Context: an optimization exercise on an open-source flow, tuned for a short achievable clock period and few clock cycles per item. The choices shown serve that exercise and are no tape-out recipe. The RTL was checked by simulation tests, not by an equivalence proof against the original design. Power is estimated from default activity; no workload was simulated.

`flow/config.mk`:
```
export PLATFORM = sky130hd
export DESIGN_NAME = dlx_core
export DESIGN_NICKNAME = dlx_core
export VERILOG_FILES = /design/flow/design.v
export SDC_FILE = /design/flow/constraint.sdc
export NUM_CORES = 4
export LEC_CHECK = 0
export CAP_MARGIN = 20
export CORE_MARGIN = 2
export CORE_UTILIZATION = 25
export GPL_ROUTABILITY_DRIVEN = 1
export PLACE_DENSITY = 0.35
export SETUP_SLACK_MARGIN = 2.5
export SLEW_MARGIN = 20
```
`flow/constraint.sdc`:
```
create_clock -name core_clock -period 7.0 [get_ports {clk}]
set_input_delay 1.4000 -clock core_clock [delete_from_list [all_inputs] [get_ports {clk}]]
set_output_delay 1.4000 -clock core_clock [all_outputs]
set_load 0.01 [all_outputs]
```
`flow/design.v`:
```
package dlx_pkg;
   localparam logic [5:0] OP_SPECIAL = 6'h00;
   localparam logic [5:0] OP_J       = 6'h02;
   localparam logic [5:0] OP_BEQZ    = 6'h04;
   localparam logic [5:0] OP_ADDI    = 6'h08;
   localparam logic [5:0] OP_LW      = 6'h23;
   localparam logic [5:0] OP_SW      = 6'h2B;
endpackage
`timescale 1ns/10ps
module dlx_regfile (
   input  logic                   clk,
   input  logic                   arst_n,
   input  logic [4:0]             ra1,
   input  logic [4:0]             ra2,
   output logic [31:0]            rd1,
   output logic [31:0]            rd2,
   input  logic                   wa_en,
   input  logic [4:0]             wa_rd,
   input  logic [31:0]            wa_data,
   input  logic                   wb_en,
   input  logic [4:0]             wb_rd,
   input  logic [31:0]            wb_data
);
   logic [31:0] regs [1:31];
   logic [31:1] sel1, sel2;
   always_ff @(posedge clk or negedge arst_n) begin
      if (!arst_n) begin
         for (int i = 1; i < 32; i++) regs[i] <= '0;
      end else begin
         for (int i = 1; i < 32; i++) begin
            if (wa_en && wa_rd == 5'(i)) begin
               regs[i] <= wa_data;
            end else if (wb_en && wb_rd == 5'(i)) begin
               regs[i] <= wb_data;
            end
         end
      end
   end
   always_comb begin
      rd1 = '0;
      rd2 = '0;
      for (int i = 1; i < 32; i++) begin
         sel1[i] = (ra1 == 5'(i));
         sel2[i] = (ra2 == 5'(i));
         rd1 = rd1 | ({32{sel1[i]}} & regs[i]);
         rd2 = rd2 | ({32{sel2[i]}} & regs[i]);
      end
   end
endmodule
`timescale 1ns/10ps
module dlx_add #(
   parameter int W = 32,
   parameter int L = 5             
) (
   input  logic [W-1:0] a,
   input  logic [W-1:0] b,
   input  logic         cin,
   output logic [W-1:0] s
);
   logic [W-1:0] g [0:L];
   logic [W-1:0] p [0:L];
   logic [W-1:0] hp;
   always_comb begin
      hp = a ^ b;
      g[0] = a & b;
      p[0] = hp;
      g[0][0] = (a[0] & b[0]) | (hp[0] & cin);
      for (int l = 0; l < L; l++) begin
         for (int i = 0; i < W; i++) begin
            if (i >= (1 << l)) begin
               g[l+1][i] = g[l][i] | (p[l][i] & g[l][i - (1 << l)]);
               p[l+1][i] = p[l][i] & p[l][i - (1 << l)];
            end else begin
               g[l+1][i] = g[l][i];
               p[l+1][i] = p[l][i];
            end
         end
      end
      s[0] = hp[0] ^ cin;
      for (int i = 1; i < W; i++) begin
         s[i] = hp[i] ^ g[L][i-1];
      end
   end
endmodule
`timescale 1ns/10ps
module dlx_core (
   input  logic                    clk,
   input  logic                    arst_n,
   output logic                    instr_rd_en,
   output logic [20-1:0] instr_addr,
   input  logic [32-1:0]  instruction,
   output logic                    data_rd_en,
   output logic                    data_wr_en,
   output logic [32-1:0] data_addr,
   output logic [32-1:0]  data_write,
   input  logic [32-1:0]  data_read,
   input  logic                    boot_mode
);
   localparam int NB  = 4;         
   localparam int NBW = 2;         
   logic [19:0]   pc_q;
   logic          rd_q;           
   logic [19:0]   rd_pc_q;
   logic [19:0]   rd_pc4_q;
   logic          rd_pt_q;        
   logic [19:0]   rd_ptgt_q;
   logic [NB-1:0] rd_hit_q;
   logic [1:0]    q_cnt;
   logic [31:0]   q_ins  [2];
   logic [19:0]   q_pc   [2];
   logic [19:0]   q_pc4  [2];
   logic          q_pt   [2];
   logic [19:0]   q_ptgt [2];
   logic [NB-1:0] q_hit  [2];
   logic [NB-1:0] btb_v;
   logic [19:0]   btb_tag [NB];
   logic [19:0]   btb_tgt [NB];
   logic [NBW-1:0] btb_rr;
   logic          bu_alloc;
   logic          bu_upd;
   logic          bu_inv;
   logic [19:0]   bu_pc;
   logic [19:0]   bu_tgt;
   logic [NB-1:0] bu_hit;
   logic          ir_v;
   logic          stall_q;
   logic [31:0]   ir_ins;
   logic [19:0]   ir_pc;
   logic [19:0]   ir_pc4;
   logic          ir_pt;
   logic [19:0]   ir_ptgt;
   logic [NB-1:0] ir_hit;
   logic          ir_early;
   logic          ir_eld;         
   logic [4:0]    ir_rd;
   logic          ir_we;
   logic          ir_lwe;
   logic          ir_lw;
   logic          ir_sw;
   logic          ir_beqz;
   logic          ir_j;
   logic          ir_sel_add;
   logic          ir_addi;
   logic [31:0]   ir_nimm;        
   logic          ir_sel_dif;
   logic          ir_sel_and;
   logic          ir_sel_or;
   logic          ir_sel_xor;
   logic          ir_sel_slt;
   logic [31:0]   ir_a;
   logic [31:0]   ir_b;
   logic [31:0]   ir_s;
   logic [5:0]    ir_fa;          
   logic [5:0]    ir_fb;
   logic [6:0]    ir_fs;
   logic          ir_fa_n;        
   logic          ir_fb_n;
   logic          ir_fs_n;          
   logic [31:0]   xadd_q;         
   logic [31:0]   xdif_q;         
   logic [31:0]   xlog_q;         
   logic          xsel_add_q;     
   logic          xsel_dif_q;     
   logic          xlt_q;          
   logic          xsel_lt_q;      
   logic [31:0]   xres;           
   logic [4:0]    xres_rd_q;
   logic          xres_we_q;
   logic [31:0]   xres2_q;
   logic          m_we;
   logic [4:0]    m_rd;
   logic          w_we;
   logic [4:0]    w_rd;
   logic [31:0]   ld_q;
   logic          drd_q;
   logic          dwr_q;
   logic [31:0]   daddr_q;        
   logic [31:0]   daddr_e_q;      
   logic          dsel_e_q;
   logic [31:0]   dwrite_q;
   logic          x_exec;
   logic [31:0]   opa;
   logic [31:0]   opb;
   logic [31:0]   sd;
   logic [31:0]   sum;
   logic [31:0]   dif;
   logic          lt;
   logic          zero;
   logic [31:0]   res;
   logic          taken;
   logic          mis_t;
   logic          redirect;
   logic [19:0]   redir_tgt;
   logic          bt_alloc;
   logic          bt_upd;
   logic          bt_inv;
   assign x_exec = ir_v & ~stall_q;
   always_comb begin
      opa = ({32{ir_fa[0]}} & xadd_q) | ({32{ir_fa[1]}} & xdif_q) | ({32{ir_fa[2]}} & xlog_q) |
            ({32{ir_fa[3]}} & xres2_q) | ({32{ir_fa[4]}} & ld_q) | {31'b0, ir_fa[5] & xlt_q} |
            ({32{ir_fa_n}} & ir_a);
      opb = ({32{ir_fb[0]}} & xadd_q) | ({32{ir_fb[1]}} & xdif_q) | ({32{ir_fb[2]}} & xlog_q) |
            ({32{ir_fb[3]}} & xres2_q) | ({32{ir_fb[4]}} & ld_q) | {31'b0, ir_fb[5] & xlt_q} |
            ({32{ir_fb_n}} & ir_b);
      sd  = ({32{ir_fs[0]}} & xadd_q) | ({32{ir_fs[1]}} & xdif_q) | ({32{ir_fs[2]}} & xlog_q) |
            ({32{ir_fs[3]}} & data_read) | ({32{ir_fs[4]}} & xres2_q) | ({32{ir_fs[5]}} & ld_q) |
            {31'b0, ir_fs[6] & xlt_q} | ({32{ir_fs_n}} & ir_s);
      xres = xsel_add_q ? xadd_q : (xsel_dif_q ? xdif_q : (xsel_lt_q ? {31'b0, xlt_q} : xlog_q));
      zero = (ir_fa[0] & (xadd_q == 32'b0)) | (ir_fa[1] & (xdif_q == 32'b0)) |
             (ir_fa[2] & (xlog_q == 32'b0)) | (ir_fa[3] & (xres2_q == 32'b0)) |
             (ir_fa[4] & (ld_q == 32'b0)) | (ir_fa[5] & ~xlt_q) | (ir_fa_n & (ir_a == 32'b0));
   end
   dlx_add #(.W(32)) u_add (
      .a   (opa),
      .b   (opb),
      .cin (1'b0),
      .s   (sum)
   );
   dlx_add #(.W(32)) u_sub (
      .a   (opa),
      .b   (~opb),
      .cin (1'b1),
      .s   (dif)
   );
   assign lt  = (opa[31] ^ opb[31]) ? opa[31] : dif[31];
   assign res = ({32{ir_sel_and}} & (opa & opb)) |
                ({32{ir_sel_or}} & (opa | opb)) | ({32{ir_sel_xor}} & (opa ^ opb));
   logic [19:0] x_jtgt;
   logic [19:0] x_btgt;
   logic [19:0] ir_tgt;
   dlx_add #(.W(20)) u_xjtgt (.a(ir_pc4), .b(ir_ins[19:0]), .cin(1'b0), .s(x_jtgt));
   dlx_add #(.W(20)) u_xbtgt (.a(ir_pc4), .b({{4{ir_ins[15]}}, ir_ins[15:0]}), .cin(1'b0), .s(x_btgt));
   assign ir_tgt = ir_j ? x_jtgt : x_btgt;
   assign taken     = ir_j | (ir_beqz & zero);
   assign mis_t     = ~ir_pt | (~ir_early & (ir_ptgt != ir_tgt));
   assign redirect  = x_exec & (taken ? mis_t : ir_pt);
   assign redir_tgt = taken ? ir_tgt : ir_pc4;
   assign bt_alloc  = x_exec & taken & (~ir_pt | ir_early);
   assign bt_upd    = x_exec & taken & ir_pt & ~ir_early & (ir_ptgt != ir_tgt);
   assign bt_inv    = x_exec & ~taken & ir_pt;
   logic [NB-1:0] hit;
   logic          btb_any;
   logic [19:0]   btb_t;
   logic [19:0]   pc_inc;
   always_comb begin
      btb_t = '0;
      for (int i = 0; i < NB; i++) begin
         hit[i] = btb_v[i] & (btb_tag[i] == pc_q);
         btb_t  = btb_t | ({20{hit[i]}} & btb_tgt[i]);
      end
      btb_any = |hit;
   end
   assign pc_inc      = pc_q + 20'd4;
   logic          block_q;        
   logic [1:0]    q_cnt_n;
   logic          rd_n;
   assign instr_rd_en = ~(boot_mode | block_q);
   assign instr_addr  = pc_q;
   logic          use_q;
   logic          src_v;
   logic [31:0]   src_ins;
   logic [19:0]   src_pc;
   logic [19:0]   src_pc4;
   logic          src_pt;
   logic [19:0]   src_ptgt;
   logic [NB-1:0] src_hit;
   logic          src_early;
   logic          sel_in;
   logic [31:0]   pre_ins;
   always_comb begin
      use_q   = (q_cnt != 2'd0);
      sel_in  = ~stall_q & ~use_q;
      pre_ins = stall_q ? ir_ins : q_ins[0];
      src_ins = sel_in ? instruction : pre_ins;
      if (stall_q) begin
         src_v     = 1'b1;
         src_pc    = ir_pc;
         src_pc4   = ir_pc4;
         src_pt    = ir_pt;
         src_ptgt  = ir_ptgt;
         src_hit   = ir_hit;
         src_early = ir_early;
      end else if (use_q) begin
         src_v     = 1'b1;
         src_pc    = q_pc[0];
         src_pc4   = q_pc4[0];
         src_pt    = q_pt[0];
         src_ptgt  = q_ptgt[0];
         src_hit   = q_hit[0];
         src_early = 1'b0;
      end else begin
         src_v     = rd_q;
         src_pc    = rd_pc_q;
         src_pc4   = rd_pc4_q;
         src_pt    = rd_pt_q;
         src_ptgt  = rd_ptgt_q;
         src_hit   = rd_hit_q;
         src_early = 1'b0;
      end
   end
   logic [5:0]  d_op;
   logic [5:0]  d_fn;
   logic [4:0]  d_rs1;
   logic [4:0]  d_rs2;
   logic [4:0]  d_rd;
   logic        d_sp;
   logic        d_add, d_sub, d_and, d_or, d_xor, d_slt, d_spok;
   logic        d_addi, d_lw, d_sw, d_beqz, d_j;
   logic        d_we, d_lwe, d_use1, d_use2, d_imm;
   logic [31:0] d_imm32;
   logic [19:0] d_jtgt;
   logic        ej;
   logic        d_brz;
   always_comb begin
      d_op   = src_ins[31:26];
      d_fn   = src_ins[5:0];
      d_rs1  = src_ins[25:21];
      d_rs2  = src_ins[20:16];
      d_sp   = (d_op == dlx_pkg::OP_SPECIAL);
      d_add  = d_sp & (d_fn == 6'h20);
      d_sub  = d_sp & (d_fn == 6'h22);
      d_and  = d_sp & (d_fn == 6'h24);
      d_or   = d_sp & (d_fn == 6'h25);
      d_xor  = d_sp & (d_fn == 6'h26);
      d_slt  = d_sp & (d_fn == 6'h2A);
      d_spok = d_add | d_sub | d_and | d_or | d_xor | d_slt;
      d_addi = (d_op == dlx_pkg::OP_ADDI);
      d_lw   = (d_op == dlx_pkg::OP_LW);
      d_sw   = (d_op == dlx_pkg::OP_SW);
      d_brz  = (src_ins[15:0] == 16'd0);
      d_beqz = (d_op == dlx_pkg::OP_BEQZ) & ~d_brz;
      d_j    = (d_op == dlx_pkg::OP_J);
      d_rd   = d_sp ? src_ins[15:11] : src_ins[20:16];
      d_we   = (d_spok | d_addi) & (d_rd != 5'd0);
      d_lwe  = d_lw & (d_rd != 5'd0);
      d_use1 = d_spok | d_addi | d_lw | d_sw | d_beqz;
      d_use2 = d_spok;
      d_imm  = d_addi | d_lw | d_sw;
      d_imm32 = {{16{src_ins[15]}}, src_ins[15:0]};
   end
   dlx_add #(.W(20)) u_jtgt (.a(src_pc4), .b(src_ins[19:0]), .cin(1'b0), .s(d_jtgt));
   assign ej = ~stall_q & src_v & d_j & ~src_pt;
   logic [31:0] rf1;
   logic [31:0] rf2;
   dlx_regfile u_rf (
      .clk     (clk),
      .arst_n  (arst_n),
      .ra1     (d_rs1),
      .ra2     (d_rs2),
      .rd1     (rf1),
      .rd2     (rf2),
      .wa_en   (xres_we_q),
      .wa_rd   (xres_rd_q),
      .wa_data (xres),
      .wb_en   (w_we),
      .wb_rd   (w_rd),
      .wb_data (data_read)
   );
   logic       x_alu_we;
   logic       x_ld_we;
   logic       x_eld_we;
   logic       e_ld;
   logic       a_x, a_x2, a_l;
   logic       b_x, b_x2, b_l;
   logic       s_w;
   logic       a_w;
   logic       st1, st2, sts;
   always_comb begin
      x_alu_we = x_exec & ir_we;
      x_ld_we  = x_exec & ir_lwe & ~ir_eld;
      x_eld_we = x_exec & ir_lwe & ir_eld;
      a_x  = x_alu_we & (ir_rd == d_rs1);
      a_x2 = xres_we_q & (xres_rd_q == d_rs1);
      a_l  = w_we & (w_rd == d_rs1);
      b_x  = x_alu_we & (ir_rd == d_rs2);
      b_x2 = xres_we_q & (xres_rd_q == d_rs2);
      b_l  = w_we & (w_rd == d_rs2);
      s_w  = (m_we & (m_rd == d_rs2)) | (x_eld_we & (ir_rd == d_rs2));
      a_w  = (m_we & (m_rd == d_rs1)) | (x_eld_we & (ir_rd == d_rs1));
      e_ld = ~stall_q & src_v & d_lw & (d_rs1 == 5'd0) & ~(x_exec & (ir_lw | ir_sw) & ~ir_eld);
      st1  = d_use1 & ((x_ld_we & (ir_rd == d_rs1)) | (a_w & ~a_x));
      st2  = d_use2 & ((x_ld_we & (ir_rd == d_rs2)) | (s_w & ~b_x));
      sts  = d_sw & x_ld_we & (ir_rd == d_rs2);
   end
   logic        x_zero;         
   logic        xres_zero;
   logic        bz_known;
   logic        bz_zero;
   logic        eb;
   logic [19:0] d_btgt;
   always_comb begin
      x_zero = (ir_addi & (opa == ir_nimm)) | ((ir_sel_dif | ir_sel_xor) & (opa == opb));
      xres_zero = xsel_add_q ? (xadd_q == 32'b0) :
                  (xsel_dif_q ? (xdif_q == 32'b0) :
                  (xsel_lt_q ? ~xlt_q : (xlog_q == 32'b0)));
      bz_known = (d_rs1 == 5'd0) | (a_x & (ir_addi | ir_sel_dif | ir_sel_xor));
      bz_zero  = (d_rs1 == 5'd0) | x_zero;
   end
   assign eb = ~stall_q & src_v & d_beqz & ~src_pt & bz_known & bz_zero;
   dlx_add #(.W(20)) u_btgt (.a(src_pc4), .b({{4{src_ins[15]}}, src_ins[15:0]}), .cin(1'b0), .s(d_btgt));
   always_ff @(posedge clk or negedge arst_n) begin
      if (!arst_n) begin
         ir_v     <= 1'b0;
         stall_q  <= 1'b0;
         ir_fa    <= '0;
         ir_fb    <= '0;
         ir_fa_n  <= 1'b1;
         ir_fb_n  <= 1'b1;
         ir_fs_n  <= 1'b1;
         ir_fs    <= '0;
         ir_we    <= 1'b0;
         ir_lwe   <= 1'b0;
         ir_lw    <= 1'b0;
         ir_sw    <= 1'b0;
         ir_beqz  <= 1'b0;
         ir_j     <= 1'b0;
         ir_pt    <= 1'b0;
         ir_early <= 1'b0;
         ir_eld   <= 1'b0;
      end else begin
         ir_eld   <= e_ld;
         ir_v     <= src_v & ~redirect;
         stall_q  <= src_v & ~redirect & (st1 | st2 | sts);
         ir_fa_n  <= ~a_x & ~a_x2 & ~a_l;
         ir_fb_n  <= d_imm | (~b_x & ~b_x2 & ~b_l);
         ir_fs_n  <= ~b_x & ~s_w & ~b_x2 & ~b_l;
         ir_fa[0] <= a_x & ir_sel_add;
         ir_fa[1] <= a_x & ir_sel_dif;
         ir_fa[2] <= a_x & ~ir_sel_add & ~ir_sel_dif & ~ir_sel_slt;
         ir_fa[5] <= a_x & ir_sel_slt;
         ir_fa[3] <= ~a_x & a_x2;
         ir_fa[4] <= ~a_x & ~a_x2 & a_l;
         ir_fb[0] <= ~d_imm & b_x & ir_sel_add;
         ir_fb[1] <= ~d_imm & b_x & ir_sel_dif;
         ir_fb[2] <= ~d_imm & b_x & ~ir_sel_add & ~ir_sel_dif & ~ir_sel_slt;
         ir_fb[5] <= ~d_imm & b_x & ir_sel_slt;
         ir_fb[3] <= ~d_imm & ~b_x & b_x2;
         ir_fb[4] <= ~d_imm & ~b_x & ~b_x2 & b_l;
         ir_fs[0] <= b_x & ir_sel_add;
         ir_fs[1] <= b_x & ir_sel_dif;
         ir_fs[2] <= b_x & ~ir_sel_add & ~ir_sel_dif & ~ir_sel_slt;
         ir_fs[6] <= b_x & ir_sel_slt;
         ir_fs[3] <= ~b_x & s_w;
         ir_fs[4] <= ~b_x & ~s_w & b_x2;
         ir_fs[5] <= ~b_x & ~s_w & ~b_x2 & b_l;
         ir_we    <= d_we;
         ir_lwe   <= d_lwe;
         ir_lw    <= d_lw;
         ir_sw    <= d_sw;
         ir_beqz  <= d_beqz;
         ir_j     <= d_j;
         ir_pt    <= ej | eb | src_pt;
         ir_early <= ej | eb | src_early;
      end
   end
   always_ff @(posedge clk) begin
      ir_ins     <= src_ins;
      ir_pc      <= src_pc;
      ir_pc4     <= src_pc4;
      ir_ptgt    <= src_ptgt;
      ir_hit     <= src_hit;
      ir_rd      <= d_rd;
      ir_sel_add <= d_add | d_addi;
      ir_addi    <= d_addi;
      ir_nimm    <= -d_imm32;
      ir_sel_dif <= d_sub;
      ir_sel_and <= d_and;
      ir_sel_or  <= d_or;
      ir_sel_xor <= d_xor;
      ir_sel_slt <= d_slt;
      ir_a       <= rf1;
      ir_b       <= d_imm ? d_imm32 : rf2;
      ir_s       <= rf2;
   end
   always_ff @(posedge clk or negedge arst_n) begin
      if (!arst_n) begin
         pc_q  <= 20'h00000;
         rd_q  <= 1'b0;
         q_cnt   <= 2'd0;
         block_q <= 1'b0;
      end else begin
         if (redirect) begin
            pc_q <= redir_tgt;
         end else if (ej) begin
            pc_q <= d_jtgt;
         end else if (eb) begin
            pc_q <= d_btgt;
         end else if (instr_rd_en) begin
            pc_q <= btb_any ? btb_t : pc_inc;
         end
         rd_q    <= rd_n;
         q_cnt   <= q_cnt_n;
         block_q <= ~((q_cnt_n == 2'd0) | ((q_cnt_n == 2'd1) & ~rd_n));
      end
   end
   always_comb begin
      rd_n = instr_rd_en & ~redirect & ~ej & ~eb;
      if (redirect || ej || eb) begin
         q_cnt_n = 2'd0;
      end else if (!stall_q) begin
         q_cnt_n = (q_cnt == 2'd2) ? 2'd1 : ((q_cnt == 2'd1) ? {1'b0, rd_q} : 2'd0);
      end else begin
         q_cnt_n = q_cnt + {1'b0, rd_q};
      end
   end
   always_ff @(posedge clk) begin
      if (instr_rd_en) begin
         rd_pc_q   <= pc_q;
         rd_pc4_q  <= pc_inc;
         rd_pt_q   <= btb_any;
         rd_ptgt_q <= btb_t;
         rd_hit_q  <= hit;
      end
      if (!stall_q) begin
         if (q_cnt == 2'd2) begin
            q_ins[0]  <= q_ins[1];
            q_pc[0]   <= q_pc[1];
            q_pc4[0]  <= q_pc4[1];
            q_pt[0]   <= q_pt[1];
            q_ptgt[0] <= q_ptgt[1];
            q_hit[0]  <= q_hit[1];
         end else if (q_cnt == 2'd1) begin
            q_ins[0]  <= instruction;
            q_pc[0]   <= rd_pc_q;
            q_pc4[0]  <= rd_pc4_q;
            q_pt[0]   <= rd_pt_q;
            q_ptgt[0] <= rd_ptgt_q;
            q_hit[0]  <= rd_hit_q;
         end
      end else if (q_cnt == 2'd0) begin
         q_ins[0]  <= instruction;
         q_pc[0]   <= rd_pc_q;
         q_pc4[0]  <= rd_pc4_q;
         q_pt[0]   <= rd_pt_q;
         q_ptgt[0] <= rd_ptgt_q;
         q_hit[0]  <= rd_hit_q;
      end else begin
         q_ins[1]  <= instruction;
         q_pc[1]   <= rd_pc_q;
         q_pc4[1]  <= rd_pc4_q;
         q_pt[1]   <= rd_pt_q;
         q_ptgt[1] <= rd_ptgt_q;
         q_hit[1]  <= rd_hit_q;
      end
   end
   always_ff @(posedge clk or negedge arst_n) begin
      if (!arst_n) begin
         btb_v  <= '0;
         btb_rr <= '0;
         bu_alloc <= 1'b0;
         bu_upd   <= 1'b0;
         bu_inv   <= 1'b0;
      end else begin
         bu_alloc <= bt_alloc;
         bu_upd   <= bt_upd;
         bu_inv   <= bt_inv;
         if (bu_inv) begin
            btb_v <= btb_v & ~bu_hit;
         end else if (bu_alloc) begin
            btb_v[btb_rr] <= 1'b1;
            btb_rr        <= btb_rr + 1'b1;
         end
      end
   end
   always_ff @(posedge clk) begin
      bu_pc  <= ir_pc;
      bu_tgt <= ir_tgt;
      bu_hit <= ir_hit;
      for (int i = 0; i < NB; i++) begin
         if (bu_alloc && btb_rr == NBW'(i)) begin
            btb_tag[i] <= bu_pc;
            btb_tgt[i] <= bu_tgt;
         end else if (bu_upd && bu_hit[i]) begin
            btb_tgt[i] <= bu_tgt;
         end
      end
   end
   always_ff @(posedge clk or negedge arst_n) begin
      if (!arst_n) begin
         xres_we_q <= 1'b0;
         m_we      <= 1'b0;
         w_we      <= 1'b0;
         drd_q     <= 1'b0;
         dwr_q     <= 1'b0;
      end else begin
         xres_we_q <= x_alu_we;
         m_we      <= x_ld_we;
         w_we      <= m_we | x_eld_we;
         drd_q     <= (x_exec & ir_lw & ~ir_eld) | (e_ld & ~redirect);
         dwr_q     <= x_exec & ir_sw;
      end
   end
   always_ff @(posedge clk) begin
      xadd_q    <= sum;
      xdif_q    <= dif;
      xlog_q    <= res;
      xsel_add_q <= ir_sel_add;
      xsel_dif_q <= ir_sel_dif;
      xsel_lt_q  <= ir_sel_slt;
      xlt_q      <= lt;
      xres_rd_q <= ir_rd;
      xres2_q   <= xres;
      m_rd      <= ir_rd;
      w_rd      <= x_eld_we ? ir_rd : m_rd;
      ld_q      <= data_read;
      daddr_q   <= sum;
      daddr_e_q <= d_imm32;
      dsel_e_q  <= e_ld;
      dwrite_q  <= sd;
   end
   assign data_rd_en = drd_q;
   assign data_wr_en = dwr_q;
   assign data_addr  = dsel_e_q ? daddr_e_q : daddr_q;
   assign data_write = dwrite_q;
endmodule
```
`flow/run.sh`:
```
#!/bin/bash
# synth_recipe.tcl (not shown) runs the flow's synth.tcl, then flattens the netlist and writes it again
# the make line also repeats each setting of config.mk as NAME=value (left out here)
make -C /OpenROAD-flow-scripts/flow DESIGN_CONFIG=/design/flow/config.mk WORK_HOME=/design/flow/orfs CLKGATE_MAP_FILE= SYNTH_SCRIPT=/design/flow/synth_recipe.tcl finish
```
==> results by group, run 1 <==
Outcome
  • Status: no timing/DRC/antenna violations

Synthesis
  • Synthesized cell area: 0.09996 mm^2
  • Sequential fraction of the synthesis area: between 40% and 50%
  • Post-Syn Instances: 9956
  • Synth Warn #: 17
  • Syn_nets: between 10000 and 15000
  • Yosys reg bits: roughly 2000
  • Post-synthesis area per instance: 10.04 um^2
  • Unique cell type count in the Yosys netlist: 85
  • Synth async-reset ratio: 54.21%
  • EDFF count, synth: 457
  • Ys flop type: dfrtp_1

Clocking
  • Htree depth: 5
  • Hold_buf cts: 0
  • TritonCTS Sinks: roughly 2000
  • Clock Latency Late Sink: 0.94 ns
  • Clk slew on worst S/H paths: approximately 0.06 ns
  • CTS Buffer Depth: 4
  • CTS Buf Count: 262
  • Clock root cell: clkbuf_16
  • CTS tree: yes

Power
  • P_leak: between 0.04 and 0.05 uW
  • Peak supply drop: around 0.19 mV
  • Tot Pwr: around 34000 uW
  • Power Dens Cells: 284.4 mW/mm^2

Placement
  • Hpwl dp: 400.5 mm
  • Placed insts: 14870
  • Buffers on Ports: between 150 and 200
  • Final Wtd Congestion: 0.9387

Critical path
  • Crit Path Category: reg -> reg
  • CP Launch Type: register
  • Max FO, Critical Path: 10
  • Endpoint class of the critical path: register
  • Critical Path AT: 5.49 ns
  • CP required: approximately 8 ns

Final layout
  • Multi-input logic area: 0.04904 mm^2
  • Finished Layout Cells: between 15000 and 20000
  • Commonest non-fill, non-tap cell in the layout: mux2i_1
  • Utilization after layout: 30.30%
  • Layout cells sized above 1: 14.71%
  • Area Growth Syn to Fin: 20.88%
  • Nets: ~10000
  • Most frequent cells in the layout: 1073 x mux2i_1, 1050 x dfrtp_1, 860 x nand2_1
  • Reg area: a little under 0.05 mm^2
  • Number of fill cells in the layout: 40960

Detailed routing
  • Drt first-iter violations: 14950
  • Vias per std cell: 5.898
  • WL final: 623.6 mm
  • DRC viols: 0
  • Drt wl/cell: 40.25 um
  • Via Count: about 91000
  • TritonRoute pass-1 iters: 13
  • Antenna-violating nets left: 0

Floorplan
  • Die height: 636.3 um
  • Die ar.: 0.4049 mm^2
  • Die width: 636.3 um
  • Initial Util: 25.06%
  • Core area: between 0.3 and 0.4 mm^2
  • Ports: 154
  • Row cnt: 232

Global routing
  • Initial antenna violation count: 70
  • Largest net degree at the start of global routing: 123
  • First-pass GRT wire length: 820.8 mm
  • Gr usage total: 29.54%
  • Grt ovf: 0
  • Vias in the first global route: 85510

Timing
  • Measured slew at the worst slew-check pin: roughly 1.3 ns
  • Relative slew margins: 14.86%
  • Setup tns final: 0 ns
  • Fmax: 215.8 MHz
  • Max-slew violation count: 0
  • Fin. Hold Viols: 0
  • Crit path time final: between 4 and 5 ns
  • Setup violators final: 0
  • Layout Skew: 0.06533 ns
  • Unrepaired setup endpoints after global routing: yes
  • Hold Worst Slack: 0.2976 ns
  • Final critical-path share of the clock period: between 60% and 70%

Flow run
  • Max-cap violations: 0

Hold path
  • Hold crit path type: reg -> reg
==> timing repair <==
item,4_1_cts,5_1_grt
endpoints found under the setup margin,162,67
gates cloned,3,4
buffers inserted,61,66
resized for setup,204,125
pin swaps,34,40
==> layer usage <==
layer	wire length (um)	GRT usage, %	part of all wire (%)
met5	155	0	0.025
met4	31830	11.93	5.1
met3	61920	8.071	9.9
met2	262000	43.65	42
met1	267700	40.55	43
==> layout make-up <==
| type | instances | share of cell area (%) |
|---|---|---|
| Sequential cell | 1961 | 40.72 |
| Multi-Input combinational cell | 6913 | 40.59 |
| Clock buffer | 376 | 6.219 |
| Timing Repair Buffer | 703 | 5.570 |
| Tap cell | 5265 | 5.452 |
| Clock inverter | 86 | 0.8894 |
| Inverter | 163 | 0.5125 |
| Antenna cell | 25 | 0.05177 |
==> flip-flops by register name (all words and copies together) (netlist names), 36 cells and up <==
register   count
btb_tag       80
btb_tgt       80
q_ins         64
q_pc          40
q_pc4         36
q_ptgt        40
u_rf.regs    992
==> stage by stage <==
step | setup slack [ns] | area [um^2]
after floorplan | 1.030 | 100100
after global placement | 0.9098 | 109100
after detailed placement | 0.8678 | 109400
after CTS | 2.280 | 119600
after global routing | 2.199 | 120800
final | 2.365 | 120800
==> cells in the mapped netlist, drive strengths merged, types with 7 or more instances <==
cell | number | area [um^2]
or2 | 13 | 83.83
a21oi | 636 | 3187
xnor2 | 160 | 1401
o31ai | 9 | 72.57
mux2 | 131 | 1475
nor3b | 13 | 97.59
edfxtp | 457 | 13720
nor4 | 68 | 431.7
buf | 106 | 470.5
o2111ai | 8 | 70.07
xor2 | 121 | 1060
a21o | 28 | 210.2
or4 | 56 | 427.9
and3 | 20 | 125.1
o211ai | 15 | 112.6
a221oi | 163 | 1428
a222oi | 138 | 1381
nand2 | 897 | 3367
and2 | 28 | 175.2
clkbuf | 815 | 3059
nor2b | 23 | 143.9
nor4b | 15 | 131.4
nand2b | 27 | 168.9
dfxtp | 441 | 8828
mux2i | 1085 | 10860
and4 | 7 | 61.31
a22oi | 867 | 6509
a311o | 8 | 80.08
nand4 | 149 | 932.1
dfrtp | 1060 | 26530
nor2 | 693 | 2601
a211oi | 14 | 122.6
inv | 158 | 593.1
nor3 | 67 | 335.3
ha | 151 | 1889
or3b | 8 | 70.07
o21ai | 667 | 3338
o21bai | 29 | 217.7
a22o | 146 | 1279
o21a | 34 | 255.2
a31oi | 16 | 106.4
or3 | 36 | 225.2
nand3 | 275 | 1376
==> cell families after synthesis <==
group / share of synthesized area (%)
muxes: 12.34
and+or+nand+nor: 10.92
buffers and inverters: 4.143
xor gates and xnor gates: 2.462
DFF: 49.17
AOI/OAI and AO/OA: 18.95
adders and majority gates: 2.010
==> power breakdown <==
group | switching (uW) | total (uW) | internal (uW)
clock | 5730 | 13900 | 8160
sequential | 1370 | 14000 | 12600
combinational | 3980 | 6480 | 2500
total | 11100 | 34400 | 23300
==> critical path, stage by stage (launching register included) <==
cell and delay [ns]:
dfrtp_2 0.43, buf_12 0.15, buf_4 0.19, a22oi_1 0.25, nand3_2 0.19, ha_4 0.32
o21bai_1 0.08, a21oi_2 0.21, o221a_2 0.25, o22ai_2 0.08, buf_6 0.13, a2111oi_4 0.40
buf_4 0.20, o41ai_4 0.06, buf_4 0.18, a311oi_4 0.32, nor2_1 0.06, buf_4 0.15
a221oi_2 0.23, buf_4 0.16, fa_2 0.42, inv_1 0.06
==> path summary, 6_finish.rpt <==
check / slack (ns) / end / start / depth (start not counted)
min reg2reg: 0.30 / bu_hit[2] / ir_hit[2] / 0
min: 0.30 / bu_hit[2] / ir_hit[2] / 0
max reg2reg: 2.37 / xdif_q[31] / ir_fa[2] / 21
max in group asynchronous: 4.77 / u_rf.regs[23][9] / arst_n / 3
min in group asynchronous: 0.49 / u_rf.regs[29][21] / arst_n / 1
max: 2.37 / xdif_q[31] / ir_fa[2] / 21
Testbench counts, summed over its fixed seeds: cycles 49,428, instrs 44,124.
==> inputs of run 2 (changes only) <==
--- a/flow/design.v
+++ b/flow/design.v
@@ -226,10 +226,5 @@
    assign res = ({32{ir_sel_and}} & (opa & opb)) |
                 ({32{ir_sel_or}} & (opa | opb)) | ({32{ir_sel_xor}} & (opa ^ opb));
-   logic [19:0] x_jtgt;
-   logic [19:0] x_btgt;
    logic [19:0] ir_tgt;
-   dlx_add #(.W(20)) u_xjtgt (.a(ir_pc4), .b(ir_ins[19:0]), .cin(1'b0), .s(x_jtgt));
-   dlx_add #(.W(20)) u_xbtgt (.a(ir_pc4), .b({{4{ir_ins[15]}}, ir_ins[15:0]}), .cin(1'b0), .s(x_btgt));
-   assign ir_tgt = ir_j ? x_jtgt : x_btgt;
    assign taken     = ir_j | (ir_beqz & zero);
    assign mis_t     = ~ir_pt | (~ir_early & (ir_ptgt != ir_tgt));
@@ -463,4 +458,5 @@
       ir_sel_add <= d_add | d_addi;
       ir_addi    <= d_addi;
+      ir_tgt     <= d_j ? d_jtgt : d_btgt;
       ir_nimm    <= -d_imm32;
       ir_sel_dif <= d_sub;
--- a/flow/config.mk
+++ b/flow/config.mk
@@ -11,4 +11,4 @@
 export GPL_ROUTABILITY_DRIVEN = 1
 export PLACE_DENSITY = 0.35
-export SETUP_SLACK_MARGIN = 2.5
+export SETUP_SLACK_MARGIN = 3.8
 export SLEW_MARGIN = 20
==> run 2 against run 1 <==
  * Register-to-register slack improved by 0.25 ns
  * Still clean on timing, DRC and antenna
  * Die area increased by 0.58%
  * Largest cell class is now multi-input gates
  * Power increased by 4.3%
  * Sequential power increased by 3%
  * Highest routed layer unchanged
  * Setup slack improved by 0.25 ns
==> results by group, run 2 <==
Outcome
  • Status: no timing/DRC/antenna violations

Critical path
  • R2R cell count: 18 (-14%)
  • CP most frequent cell: buf_4
  • R2R Path End: xdif_q[31]
  • Max FO, Critical Path: 9 (-1)
  • Crit-path slowest cell: dfrtp_4
  • CP Launch Type: register
  • Worst reg-to-reg setup slack: 2.62 ns (+0.25 ns)
  • Endpoint class of the critical path: register
  • Crit-path cells: buf_4, buf_12, a22oi_2, nand3_4, ha_4, inv_1, o21a_1, o21ai_2, o311ai_4, buf_6, o211ai_1, buf_4, and3_4, nor3_4, a211o_1, a221oi_4, fa_2, inv_2
  • Crit Path Category: reg -> reg
  • CP peak stage delay: 0.55 ns (+0.12 ns)
  • CP required: 7.91 ns (+0.06 ns)
  • Critical Path AT: 5.29 ns (-0.20 ns)
  • Reg2reg start: ir_fa[0]

Timing
  • Layout Skew: 0.09426 ns (+0.02893 ns)
  • Fmax: 228.1 MHz (+5.7%)
  • Measured slew at the worst slew-check pin: 1.145 ns (-0.1325 ns)
  • Setup tns final: 0 ns (unchanged)
  • Setup violators final: 0 (unchanged)
  • Relative slew margins: 22.99% (+8.1 points)
  • Crit path time final: 4.384 ns (-0.2505 ns)
  • Unrepaired setup endpoints after global routing: yes
  • Fin. Hold Viols: 0 (unchanged)
  • Max-slew violation count: 0 (unchanged)
  • Final critical-path share of the clock period: 62.63% (-3.6 points)

Floorplan
  • Die height: 638.2 um (+0.29%)
  • Ports: 154 (unchanged)
  • Row cnt: 232 (unchanged)
  • Core area: 0.4000 mm^2 (+0.29%)
  • Die ar.: 0.4073 mm^2 (+0.58%)
  • Die width: 638.2 um (+0.29%)
  • Initial Util: 25.14% (+0.074 points)

Synthesis
  • Top cell type's share of synthesized area: 26.38% (-0.15 points)
  • Syn_nets: 10300 (+1.2%)
  • Sequential fraction of the synthesis area: 49.29% (+0.11 points)
  • Post-Syn Instances: 10100 (+1.4%)
  • Yosys top cell by area: dfrtp_1
  • Yosys reg bits: 1981 (+1.0%)
  • Ys flop type: dfrtp_1
  • Unique cell type count in the Yosys netlist: 98 (+15%)
  • Synthesized cell area: 0.1006 mm^2 (+0.59%)
  • EDFF count, synth: 457 (unchanged)
  • Synth area leaders: dfrtp_1 26%, edfxtp_1 14%, mux2i_1 10%
  • Synth top cells by count: 1060 x dfrtp_1, 1031 x mux2i_1, 1029 x nand2_1, 997 x a22oi_1, 758 x clkbuf_1
  • Count leader, synth: dfrtp_1
  • Synth Warn #: 17 (unchanged)
  • Synth async-reset ratio: 53.66% (-0.55 points)
  • Post-synthesis area per instance: 9.956 um^2 (-0.84%)

Clocking
  • Clock Latency Late Sink: 1.00 ns (+0.06 ns)
  • Hold_buf cts: 0 (unchanged)
  • CTS Buffer Depth: 4 (unchanged)
  • Clock root cell: clkbuf_16
  • CTS Buf Count: 244 (-6.9%)
  • Htree depth: 4 (-1)
  • CTS tree: yes
  • TritonCTS Sinks: 1981 (+1.0%)
  • Clk slew on worst S/H paths: 0.07 ns (about the same)

Final layout
  • Area Growth Syn to Fin: 34.55%
  • Max FFs per register: 992 (unchanged)
  • Utilization after layout: 33.82% (+3.5 points)
  • Nets: 11110 (+8.6%)
  • Top Registers: u_rf.regs (992), btb_tag (80), btb_tgt (80)
  • Most frequent cells in the layout: 1035 x dfrtp_1, 1023 x mux2i_1, 947 x nand2_1
  • Commonest non-fill, non-tap cell in the layout: dfrtp_1
  • Largest reg by FF count: u_rf.regs
  • Layout cells sized above 1: 26.17% (+11 points)
  • Design Area, Final: 0.1353 mm^2 (+12%)
  • Finished Layout Cells: 16410 (+5.9%)

Placement
  • Hpwl dp: 412.2 mm (+2.9%)
  • Final Wtd Congestion: 0.9470 (+0.88%)
  • Buffers on Ports: 153 (unchanged)
  • Placed instance area: 0.1106 mm^2 (+1.1%)
  • Placed insts: 15020 (+1.0%)

Power
  • Tot Pwr: 35840 uW (+4.3%)
  • P_leak: 0.05246 uW (+15%)
  • Peak supply drop: 0.2151 mV (+13%)
  • Power Dens Cells: 264.9 mW/mm^2 (-6.8%)

Detailed routing
  • Via Count: 98290 (+7.6%)
  • DRC viols: 0 (unchanged)
  • TritonRoute pass-1 iters: 12 (-1)
  • Antenna-violating nets left: 0 (unchanged)
  • Drt first-iter violations: 16640 (+11%)
  • Drt wl/cell: 41.58 um (+3.3%)
  • WL final: 682.5 mm (+9.5%)
  • Vias per std cell: 5.989 (+1.5%)

Flow run
  • Max-cap violations: 0 (unchanged)

Hold path
  • Worst hold start: ir_pc[8]
  • Hold crit path type: reg -> reg
  • Worst Hold End: bu_pc[8]
  • WHS Path Cells: 0 (unchanged)

Global routing
  • Grt ovf: 0 (unchanged)
  • Initial antenna violation count: 74 (+5.7%)
  • Largest net degree at the start of global routing: 153 (+24%)
  • First-pass GRT wire length: 889.9 mm (+8.4%)
  • Vias in the first global route: 91360 (+6.8%)
  • Gr usage total: 32.11% (+2.6 points)
==> run 2: cell count changes after synthesis, sizes merged, moves of 61 or more <==
| cell | delta |
|---|---|
| xor2 | -75 |
| a221oi | -74 |
| nand2 | +132 |
| a22o | -70 |
| buf | +61 |
| a22oi | +130 |
==> run 2: metrics by stage <==
| step | setup WS (ns) | hold slack [ns] |
|---|---|---|
| 2_1_floorplan | 0.1269 | 0.3233 |
| 3_3_place_gp | 0.8223 | 0.3240 |
| 3_5_place_dp | 0.7783 | 0.3269 |
| 4_1_cts | 2.660 | 0.3127 |
| 5_1_grt | 2.549 | 0.3227 |
| 6_report | 2.616 | 0.3234 |
==> run 2: worst max path at each step <==
| stage | cells past startpoint | from | to |
|---|---|---|---|
| finish | 18 | ir_fa[0] | xdif_q[31] |
| global route | 17 | ir_fa[1] | xdif_q[31] |
| CTS | 16 | ir_fa[0] | xdif_q[31] |
| detailed placement | 11 | instruction[17] | ir_b[7] |
| global placement | 11 | instruction[17] | ir_b[7] |
| floorplan | 7 | stall_q | q_hit[0][0] |
==> run 2: final cells by class <==
type | instances | area (um^2)
antenna | 29 | 72.57
clock buffer | 363 | 7196
clock inverter | 96 | 1285
fill | 40140 | 264700
inverter | 152 | 689.4
multi-input combinational | 7048 | 52960
sequential | 1981 | 49670
tap | 5265 | 6588
timing repair buffer | 1477 | 16830
timing repair inverter | 1 | 8.758
==> run 2: layer usage <==
layer	share of wire, %	global-route usage [%]	vias up
met5	0.043	0	-
met4	6.5	17.29	32
met3	11	9.586	1951
met2	41	46.07	7210
met1	42	43.05	49900
li1	-	-	39200
==> run 2: critical path, delay by kind of cell, from the launching register on <==
kind / cells / cell delay (ns)
compound gates: 7 / 1.63
fa+ha+maj: 2 / 0.87
buf+inv: 6 / 0.84
flops: 1 / 0.55
simple gates: 3 / 0.40
==> run 2: power breakdown <==
group	leakage, uW	internal [uW]	switching (uW)	total (uW)
sequential	0.0177	12800	1620	14400
combinational	0.0306	3280	4320	7590
clock	0.00416	8110	5700	13800
total	0.0525	24200	11600	35800
==> run 2: repair_timing <==
item                       in CTS  in global routing
pin swaps                     429                382
resized for setup            1452                462
gates cloned                   37                  8
setup endpoints to repair     855                483
setup buffers                 629                228
==> run 2: cell families (layout without fill, tap and decap cells) <==
| logic type | after synthesis | after routing | synth area share, % |
|---|---|---|---|
| AO/OA/AOI/OAI | 2838 | 2838 | 18.65 |
| AND/OR/NAND/NOR | 2659 | 2666 | 12.28 |
| flip-flops | 1981 | 1981 | 49.29 |
| multiplexers | 1179 | 1179 | 11.92 |
| buffers and inverters | 1077 | 2089 | 4.157 |
| XOR/XNOR | 231 | 231 | 2.012 |
| adder cells (fa/ha/maj) | 134 | 134 | 1.695 |
| other | 0 | 29 | 0 |
Testbench counts of run 2, summed over its fixed seeds: cycles 49,428, instrs 44,124.

==> port drivers added, routing unchanged <==
How much do the figures lean on ideal ports? The routed layouts below were timed once more, with nothing changed but the port constraints. Step 1 (the two cells are an assumption about what drives the block):
set clk [get_ports {clk}]
set_driving_cell -lib_cell sky130_fd_sc_hd__clkbuf_16 $clk
set_driving_cell -lib_cell sky130_fd_sc_hd__buf_2 [delete_from_list [all_inputs] $clk]
Step 2 also shifts input and output timing later by t, the mid clock arrival at the registers, as if the neighbouring blocks saw the same clock. Three values: ideal ports, drivers, drivers and shift; two values: the first two.
run	t (ns)	setup slack, ns	slew at the worst register clock pin (ns)	cell pins on the clock port's net
run 1	1.035	2.365 / 2.365 / 1.486	0.07 / 0.07	1
run 2	1.098	2.616 / 2.616 / 1.972	0.07 / 0.07	1
After both steps every run listed still meets setup and hold. For run 1, which loses most, drivers alone change the setup slack by 0.000 ns; drivers and shift together by -0.879 ns.
